Context: an optimization exercise on an open-source flow, tuned for a short achievable clock period and few clock cycles. The choices shown serve that exercise and are no tape-out recipe.
Function was checked by simulation only, so behaviour that the tests miss may differ from the original.

==> raven <==
==> flow/design.v <==
`timescale 1ns/100ps
`default_nettype none
package mips_pkg;
    typedef enum logic [3:0] {
        st_fetch         = 4'd0,
        st_decode        = 4'd1,
        st_mem_addr      = 4'd2,
        st_mem_read      = 4'd3,
        st_mem_writeback = 4'd4,
        st_mem_write     = 4'd5,
        st_r_execute     = 4'd6,
        st_r_writeback   = 4'd7,
        st_branch        = 4'd8,
        st_imm_execute   = 4'd9,
        st_imm_writeback = 4'd10,
        st_jump          = 4'd11
    } state_t;
    typedef enum logic [2:0] {
        alu_add = 3'd0,
        alu_sub = 3'd1,
        alu_and = 3'd2,
        alu_or  = 3'd3,
        alu_slt = 3'd4
    } alu_op_t;
    typedef enum logic [5:0] {
        op_rtype = 6'h00,
        op_j     = 6'h02,
        op_beq   = 6'h04,
        op_bne   = 6'h05,
        op_addi  = 6'h08,
        op_lw    = 6'h23,
        op_sw    = 6'h2b
    } opcode_t;
    typedef enum logic [5:0] {
        fn_add = 6'h20,
        fn_sub = 6'h22,
        fn_and = 6'h24,
        fn_or  = 6'h25,
        fn_slt = 6'h2a
    } funct_t;
    typedef enum logic [1:0] {
        pc_alu_result  = 2'd0,  
        pc_alu_out     = 2'd1,  
        pc_jump_target = 2'd2
    } pc_src_t;
    typedef enum logic [1:0] {
        src_b_reg_b       = 2'd0,
        src_b_four        = 2'd1,
        src_b_imm         = 2'd2,
        src_b_imm_shifted = 2'd3
    } src_b_t;
endpackage
`default_nettype wire
`timescale 1ns/100ps
`timescale 1ns/100ps
`timescale 1ns/100ps
`timescale 1ns/100ps
`timescale 1ns/100ps
`default_nettype none
module mips_cpu (
    input  wire logic        clk,
    input  wire logic        clk_en,
    input  wire logic        reset,
    input  wire logic [31:0] r_data,
    output logic             wr_en,
    output logic [31:0]      mem_addr,
    output logic [31:0]      w_data
);
    localparam int IB = 6;               
    localparam int CN = 1 << IB;         
    localparam int TB = 9 - IB;          
    localparam int PW = CN - 4;         
    localparam logic [5:0] OP_R    = 6'h00;
    localparam logic [5:0] OP_J    = 6'h02;
    localparam logic [5:0] OP_BEQ  = 6'h04;
    localparam logic [5:0] OP_BNE  = 6'h05;
    localparam logic [5:0] OP_ADDI = 6'h08;
    localparam logic [5:0] OP_LW   = 6'h23;
    localparam logic [5:0] OP_SW   = 6'h2b;
    logic [31:0] pc_f;       
    logic        fport_q;    
    logic [31:0] pf_q;       
    logic        e_v;
    logic [31:0] e_a;        
    logic [31:0] e_b;        
    logic [31:0] e_y;        
    logic        e_y_imm;
    logic [4:0]  e_rs;
    logic [4:0]  e_rt;
    logic [4:0]  e_wa;       
    logic [2:0]  e_op;       
    logic        e_lw;
    logic        e_sw;
    logic        e_br;
    logic        e_bne;
    logic        e_pred;     
    logic [31:0] e_alt;      
    logic        m_v;
    logic        m_st;
    logic [31:0] m_addr;
    logic [31:0] m_wd;
    logic [4:0]  m_wa;       
    logic [31:0] rf [32];
    logic [31:0] zf;         
    logic [31:0] c_data [CN];
    logic [TB-1:0] c_tag [CN];
    logic [CN-1:0] c_val;
    function automatic logic cacheable(input logic [31:0] a);
        cacheable = (a[31:11] == 21'd0);
    endfunction
    function automatic logic [IB-1:0] cidx(input logic [31:0] a);
        cidx = a[IB+1:2];
    endfunction
    function automatic logic [TB-1:0] ctag(input logic [31:0] a);
        ctag = a[10:IB+2];
    endfunction
    logic        hit_f;
    logic [31:0] c_out;
    logic [31:0] seq_f;
    logic        hit_seq;
    logic        hit_pf;
    assign seq_f   = pc_f + 32'd4;
    assign c_out   = c_data[cidx(pc_f)];
    assign hit_f   = cacheable(pc_f) && c_val[cidx(pc_f)] && (c_tag[cidx(pc_f)] == ctag(pc_f));
    assign hit_seq = cacheable(seq_f) && c_val[cidx(seq_f)] && (c_tag[cidx(seq_f)] == ctag(seq_f));
    assign hit_pf  = cacheable(pf_q) && c_val[cidx(pf_q)] && (c_tag[cidx(pf_q)] == ctag(pf_q));
    logic port_fetch;    
    logic port_pf;       
    assign port_fetch = !m_v && fport_q;
    assign port_pf    = !m_v && !fport_q;
    assign mem_addr = m_v ? m_addr : (fport_q ? pc_f : pf_q);
    assign w_data   = m_wd;
    assign wr_en    = m_v && m_st && clk_en;
    logic [31:0] sum;
    logic [31:0] diff;
    logic        less;
    logic [31:0] alu_res;
    logic        eq;
    logic        taken;
    logic        mispred;
    logic        load_use;
    logic        e_go;       
    logic        e_wr;       
    assign sum  = e_a + e_y;
    assign diff = e_a - e_y;
    assign less = (e_a[31] != e_y[31]) ? e_a[31] : diff[31];
    always_comb begin
        case (e_op)
            3'd1:    alu_res = diff;
            3'd2:    alu_res = e_a & e_y;
            3'd3:    alu_res = e_a | e_y;
            3'd4:    alu_res = {31'd0, less};
            default: alu_res = sum;
        endcase
    end
    assign eq       = (e_a == e_b);
    assign taken    = e_bne ? !eq : eq;
    assign load_use = e_v && m_v && !m_st && (m_wa != 5'd0) &&
                      ((e_rs == m_wa) || (e_rt == m_wa));
    assign e_go     = e_v && !load_use;
    assign mispred  = e_go && e_br && (taken != e_pred);
    assign e_wr     = e_go && (e_wa != 5'd0);
    logic m_ld;          
    assign m_ld = m_v && !m_st && (m_wa != 5'd0);
    logic [31:0] ins;
    logic        f_ok;
    logic        f_go;
    logic [5:0]  f_op;
    logic [5:0]  f_fn;
    logic [4:0]  f_rs;
    logic [4:0]  f_rt;
    logic [4:0]  f_rd;
    logic [31:0] f_imm;
    logic [31:0] f_tgt;
    logic [31:0] f_jt;
    logic        f_is_r;
    logic        f_is_j;
    logic        f_is_br;
    logic        f_pred;
    logic [31:0] f_npc;
    logic [31:0] f_alt;
    logic [31:0] f_a;
    logic [31:0] f_b;
    logic [4:0]  f_wa;
    logic [2:0]  f_aluop;
    assign ins   = port_fetch ? r_data : c_out;  
    assign f_ok  = hit_f || port_fetch;
    assign f_go  = f_ok && !load_use && !mispred;
    assign f_op  = ins[31:26];
    assign f_fn  = ins[5:0];
    assign f_rs  = ins[25:21];
    assign f_rt  = ins[20:16];
    assign f_rd  = ins[15:11];
    assign f_imm = {{16{ins[15]}}, ins[15:0]};
    assign f_tgt = seq_f + {f_imm[29:0], 2'b00};
    assign f_jt  = {seq_f[31:28], ins[25:0], 2'b00};
    assign f_is_r  = (f_op == OP_R);
    assign f_is_j  = (f_op == OP_J);
    assign f_is_br = (f_op == OP_BEQ) || (f_op == OP_BNE);
    logic [4:0] f_rx;
    logic       f_xz;
    logic       f_exact;
    logic       f_texact;
    assign f_rx     = (f_rs == 5'd0) ? f_rt : f_rs;
    always_comb begin
        if (f_rx == 5'd0)                    f_xz = 1'b1;
        else if (e_wr && (e_wa == f_rx))     f_xz = (alu_res == 32'd0);
        else if (m_ld && (m_wa == f_rx))     f_xz = (r_data == 32'd0);
        else                                 f_xz = zf[f_rx];
    end
    assign f_exact  = (f_rs == f_rt) || (f_rs == 5'd0) || (f_rt == 5'd0);
    assign f_texact = (f_rs == f_rt) ? (f_op == OP_BEQ) : ((f_op == OP_BEQ) ? f_xz : !f_xz);
    assign f_pred   = f_is_br && (f_exact ? f_texact : ins[15]);
    assign f_npc   = f_is_j ? f_jt : (f_pred ? f_tgt : seq_f);
    assign f_alt   = f_pred ? seq_f : f_tgt;
    always_comb begin
        if (f_is_r)                                  f_wa = f_rd;
        else if ((f_op == OP_ADDI) || (f_op == OP_LW)) f_wa = f_rt;
        else                                         f_wa = 5'd0;
    end
    always_comb begin
        f_aluop = 3'd0;
        if (f_is_r) begin
            case (f_fn)
                6'h22:   f_aluop = 3'd1;
                6'h24:   f_aluop = 3'd2;
                6'h25:   f_aluop = 3'd3;
                6'h2a:   f_aluop = 3'd4;
                default: f_aluop = 3'd0;
            endcase
        end
    end
    function automatic logic [31:0] rd_fwd(input logic [4:0] r);
        if (r == 5'd0)                 rd_fwd = 32'd0;
        else if (e_wr && (e_wa == r))  rd_fwd = alu_res;
        else if (m_ld && (m_wa == r))  rd_fwd = r_data;
        else                           rd_fwd = rf[r];
    endfunction
    assign f_a = rd_fwd(f_rs);
    assign f_b = rd_fwd(f_rt);
    always_ff @(posedge clk) begin
        if (reset) begin
            pc_f    <= 32'h0000_0000;
            fport_q <= 1'b1;
            pf_q    <= 32'h0000_0000;
            e_v     <= 1'b0;
            m_v     <= 1'b0;
            c_val   <= '0;
        end else if (clk_en) begin
            if (mispred) begin
                pc_f    <= e_alt;
                fport_q <= 1'b1;
            end else if (f_go) begin
                pc_f    <= f_npc;
                fport_q <= f_is_j || f_pred || !hit_seq;
            end else begin
                fport_q <= 1'b1;
            end
            if (!((pf_q[31:2] > pc_f[31:2]) && (pf_q[31:2] <= pc_f[31:2] + 30'(PW))))
                pf_q <= seq_f;
            else if (port_pf || hit_pf)
                pf_q <= pf_q + 32'd4;
            if (f_go) begin
                e_v     <= 1'b1;
                e_a     <= f_a;
                e_b     <= f_b;
                e_y     <= (f_is_r || f_is_br) ? f_b : f_imm;
                e_y_imm <= !(f_is_r || f_is_br);
                e_rs    <= f_rs;
                e_rt    <= f_rt;
                e_wa    <= f_wa;
                e_op    <= f_aluop;
                e_lw    <= (f_op == OP_LW);
                e_sw    <= (f_op == OP_SW);
                e_br    <= f_is_br;
                e_bne   <= (f_op == OP_BNE);
                e_pred  <= f_pred;
                e_alt   <= f_alt;
            end else if (load_use) begin
                if (e_rs == m_wa) e_a <= r_data;
                if (e_rt == m_wa) begin
                    e_b <= r_data;
                    if (!e_y_imm) e_y <= r_data;
                end
            end else begin
                e_v <= 1'b0;
            end
            m_v <= e_go && (e_lw || e_sw);
            if (e_go) begin
                m_st   <= e_sw;
                m_addr <= sum;
                m_wd   <= e_b;
                m_wa   <= e_lw ? e_rt : 5'd0;
            end
            if (port_fetch && cacheable(pc_f)) begin
                c_val[cidx(pc_f)] <= 1'b1;
            end else if (port_pf && cacheable(pf_q)) begin
                c_val[cidx(pf_q)] <= 1'b1;
            end else if (m_v && m_st && cacheable(m_addr) && (c_tag[cidx(m_addr)] == ctag(m_addr))) begin
                c_val[cidx(m_addr)] <= 1'b0;
            end
        end
    end
    always_ff @(posedge clk) begin
        if (clk_en && !reset) begin
            if (port_fetch && cacheable(pc_f)) begin
                c_data[cidx(pc_f)] <= r_data;
                c_tag[cidx(pc_f)]  <= ctag(pc_f);
            end else if (port_pf && cacheable(pf_q)) begin
                c_data[cidx(pf_q)] <= r_data;
                c_tag[cidx(pf_q)]  <= ctag(pf_q);
            end
        end
    end
    always_ff @(posedge clk) begin
        if (clk_en) begin
            if (m_ld && !(e_wr && (e_wa == m_wa))) begin
                rf[m_wa] <= r_data;
                zf[m_wa] <= (r_data == 32'd0);
            end
            if (e_wr) begin
                rf[e_wa] <= alu_res;
                zf[e_wa] <= (alu_res == 32'd0);
            end
        end
    end
endmodule
`default_nettype wire
==> flow/run.sh <==
#!/bin/bash
# synth_recipe.tcl (not shown) runs the flow's synth.tcl, then flattens the netlist and writes it again
# the make line also repeats each setting of config.mk as NAME=value (left out here)
make -C /OpenROAD-flow-scripts/flow DESIGN_CONFIG=/design/flow/config.mk WORK_HOME=/design/flow/orfs CLKGATE_MAP_FILE= SYNTH_SCRIPT=/design/flow/synth_recipe.tcl finish
==> flow/config.mk <==
export PLATFORM = sky130hd
export DESIGN_NAME = mips_cpu
export DESIGN_NICKNAME = mips_cpu
export VERILOG_FILES = /design/flow/design.v
export SDC_FILE = /design/flow/constraint.sdc
export NUM_CORES = 4
export LEC_CHECK = 0
export ABC_CLOCK_PERIOD_IN_PS = 4500
export CAP_MARGIN = 20
export CORE_MARGIN = 2
export CORE_UTILIZATION = 40
export SETUP_SLACK_MARGIN = 5
export SLEW_MARGIN = 20
export TNS_END_PERCENT = 100
==> flow/constraint.sdc <==
create_clock -name core_clock -period 10.0 [get_ports {clk}]
set_input_delay 2.0000 -clock core_clock [delete_from_list [all_inputs] [get_ports {clk}]]
set_output_delay 2.0000 -clock core_clock [all_outputs]
set_load 0.01 [all_outputs]
==> tundra (differences from raven) <==
--- a/flow/design.v
+++ b/flow/design.v
@@ -66,10 +66,10 @@
     output logic [31:0]      mem_addr,
     output logic [31:0]      w_data
 );
-    localparam int IB = 6;               
+    localparam int IB = 5;               
     localparam int CN = 1 << IB;         
     localparam int TB = 9 - IB;          
-    localparam int PW = CN - 4;         
+    localparam int PW = CN / 2;          
     localparam logic [5:0] OP_R    = 6'h00;
     localparam logic [5:0] OP_J    = 6'h02;
     localparam logic [5:0] OP_BEQ  = 6'h04;
@@ -101,7 +101,6 @@
     logic [31:0] m_wd;
     logic [4:0]  m_wa;       
     logic [31:0] rf [32];
-    logic [31:0] zf;         
     logic [31:0] c_data [CN];
     logic [TB-1:0] c_tag [CN];
     logic [CN-1:0] c_val;
@@ -183,7 +182,7 @@
     logic [31:0] f_b;
     logic [4:0]  f_wa;
     logic [2:0]  f_aluop;
-    assign ins   = port_fetch ? r_data : c_out;  
+    assign ins   = hit_f ? c_out : r_data;
     assign f_ok  = hit_f || port_fetch;
     assign f_go  = f_ok && !load_use && !mispred;
     assign f_op  = ins[31:26];
@@ -197,20 +196,7 @@
     assign f_is_r  = (f_op == OP_R);
     assign f_is_j  = (f_op == OP_J);
     assign f_is_br = (f_op == OP_BEQ) || (f_op == OP_BNE);
-    logic [4:0] f_rx;
-    logic       f_xz;
-    logic       f_exact;
-    logic       f_texact;
-    assign f_rx     = (f_rs == 5'd0) ? f_rt : f_rs;
-    always_comb begin
-        if (f_rx == 5'd0)                    f_xz = 1'b1;
-        else if (e_wr && (e_wa == f_rx))     f_xz = (alu_res == 32'd0);
-        else if (m_ld && (m_wa == f_rx))     f_xz = (r_data == 32'd0);
-        else                                 f_xz = zf[f_rx];
-    end
-    assign f_exact  = (f_rs == f_rt) || (f_rs == 5'd0) || (f_rt == 5'd0);
-    assign f_texact = (f_rs == f_rt) ? (f_op == OP_BEQ) : ((f_op == OP_BEQ) ? f_xz : !f_xz);
-    assign f_pred   = f_is_br && (f_exact ? f_texact : ins[15]);
+    assign f_pred  = f_is_br && ((f_rs == f_rt) ? (f_op == OP_BEQ) : ins[15]);
     assign f_npc   = f_is_j ? f_jt : (f_pred ? f_tgt : seq_f);
     assign f_alt   = f_pred ? seq_f : f_tgt;
     always_comb begin
@@ -314,14 +300,8 @@
     end
     always_ff @(posedge clk) begin
         if (clk_en) begin
-            if (m_ld && !(e_wr && (e_wa == m_wa))) begin
-                rf[m_wa] <= r_data;
-                zf[m_wa] <= (r_data == 32'd0);
-            end
-            if (e_wr) begin
-                rf[e_wa] <= alu_res;
-                zf[e_wa] <= (alu_res == 32'd0);
-            end
+            if (m_ld && !(e_wr && (e_wa == m_wa))) rf[m_wa] <= r_data;
+            if (e_wr) rf[e_wa] <= alu_res;
         end
     end
 endmodule
- ABC_CLOCK_PERIOD_IN_PS: 4500 -> not set
- SETUP_SLACK_MARGIN: 5 -> not set
- TNS_END_PERCENT: 100 -> not set
==> out/metrics.yaml <==
synthesis:
  synth_edf_count: 3518
  synth_area_mm2: 0.184
global_route:
  grt_max_degree: 82
  grt_usage_pct: 31.2
  grtUsageMet1_pct: 40.9
  grt_pass1_vias: 131000
sta:
  maxSlewHeadroom_pct: 7.76
  holdWs_ns: 0.463
final_layout:
  nFillCells: 39500
  design.seq.count: 3667
  syn_to_final_growth_pct: 19.5
  largest_reg_flops: 2048
  multi_input_area_share_pct: 34.6
  most-common-layout-cells: "edfxtp_1 (3518), nand2_1 (3036), o21ai_0 (1204)"
power_and_ir_drop:
  intPower_uw: 27600
status:
  status: "no timing/DRC/antenna violations"
routing:
  routed-wl-met2_mm: 320
  via_per_inst: 6.58
floorplan:
  die_w_um: 682
  taps: 6149
(the above is from raven)
==> out/metrics.yaml <==
routing:
  via_per_inst: 6.47
  routed-wl-met2_mm: 233
final_layout:
  syn_to_final_growth_pct: 10.9
  design.seq.count: 2512
  multi_input_area_share_pct: 38.3
  nFillCells: 31000
sta:
  maxSlewHeadroom_pct: 12.3
  holdWs_ns: 0.458
global_route:
  grt_usage_pct: 30.0
status:
  status: "no timing/DRC/antenna violations"
floorplan:
  taps: 4536
(the above is from tundra)
Testbench counts of raven, summed over its fixed seeds: cycles 54,123.
Testbench counts of tundra, summed over its fixed seeds: cycles 58,639.

-- port drivers added, routing unchanged --
In the flow no input, the clock included, has a driving cell. The finished layouts below were timed again as built, in two steps.
Step 1 assumes that a clkbuf_16 drives the clock port and a buf_2 every other input.
Step 2, shift: input delay + t, output delay - t, t = (earliest + latest rising clock arrival at the registers) / 2. This alone moves slack from input paths to output paths.
a / b / c = ideal ports / drivers / drivers and shift; a / b = the first two.
| run | t (ns) | setup slack, ns | worst setup path at the end | worst slew at a driven data input, ns |
|---|---|---|---|---|
| raven | 1.133 | 3.438 / 3.438 / 3.215 | input to register | 0.17 |
| tundra | 1.020 | 1.101 / 1.101 / 1.101 | register to register | 0.24 |
After both steps every run listed still meets setup and hold. For raven, which loses most, drivers alone change the setup slack by 0.000 ns; drivers and shift together by -0.223 ns.
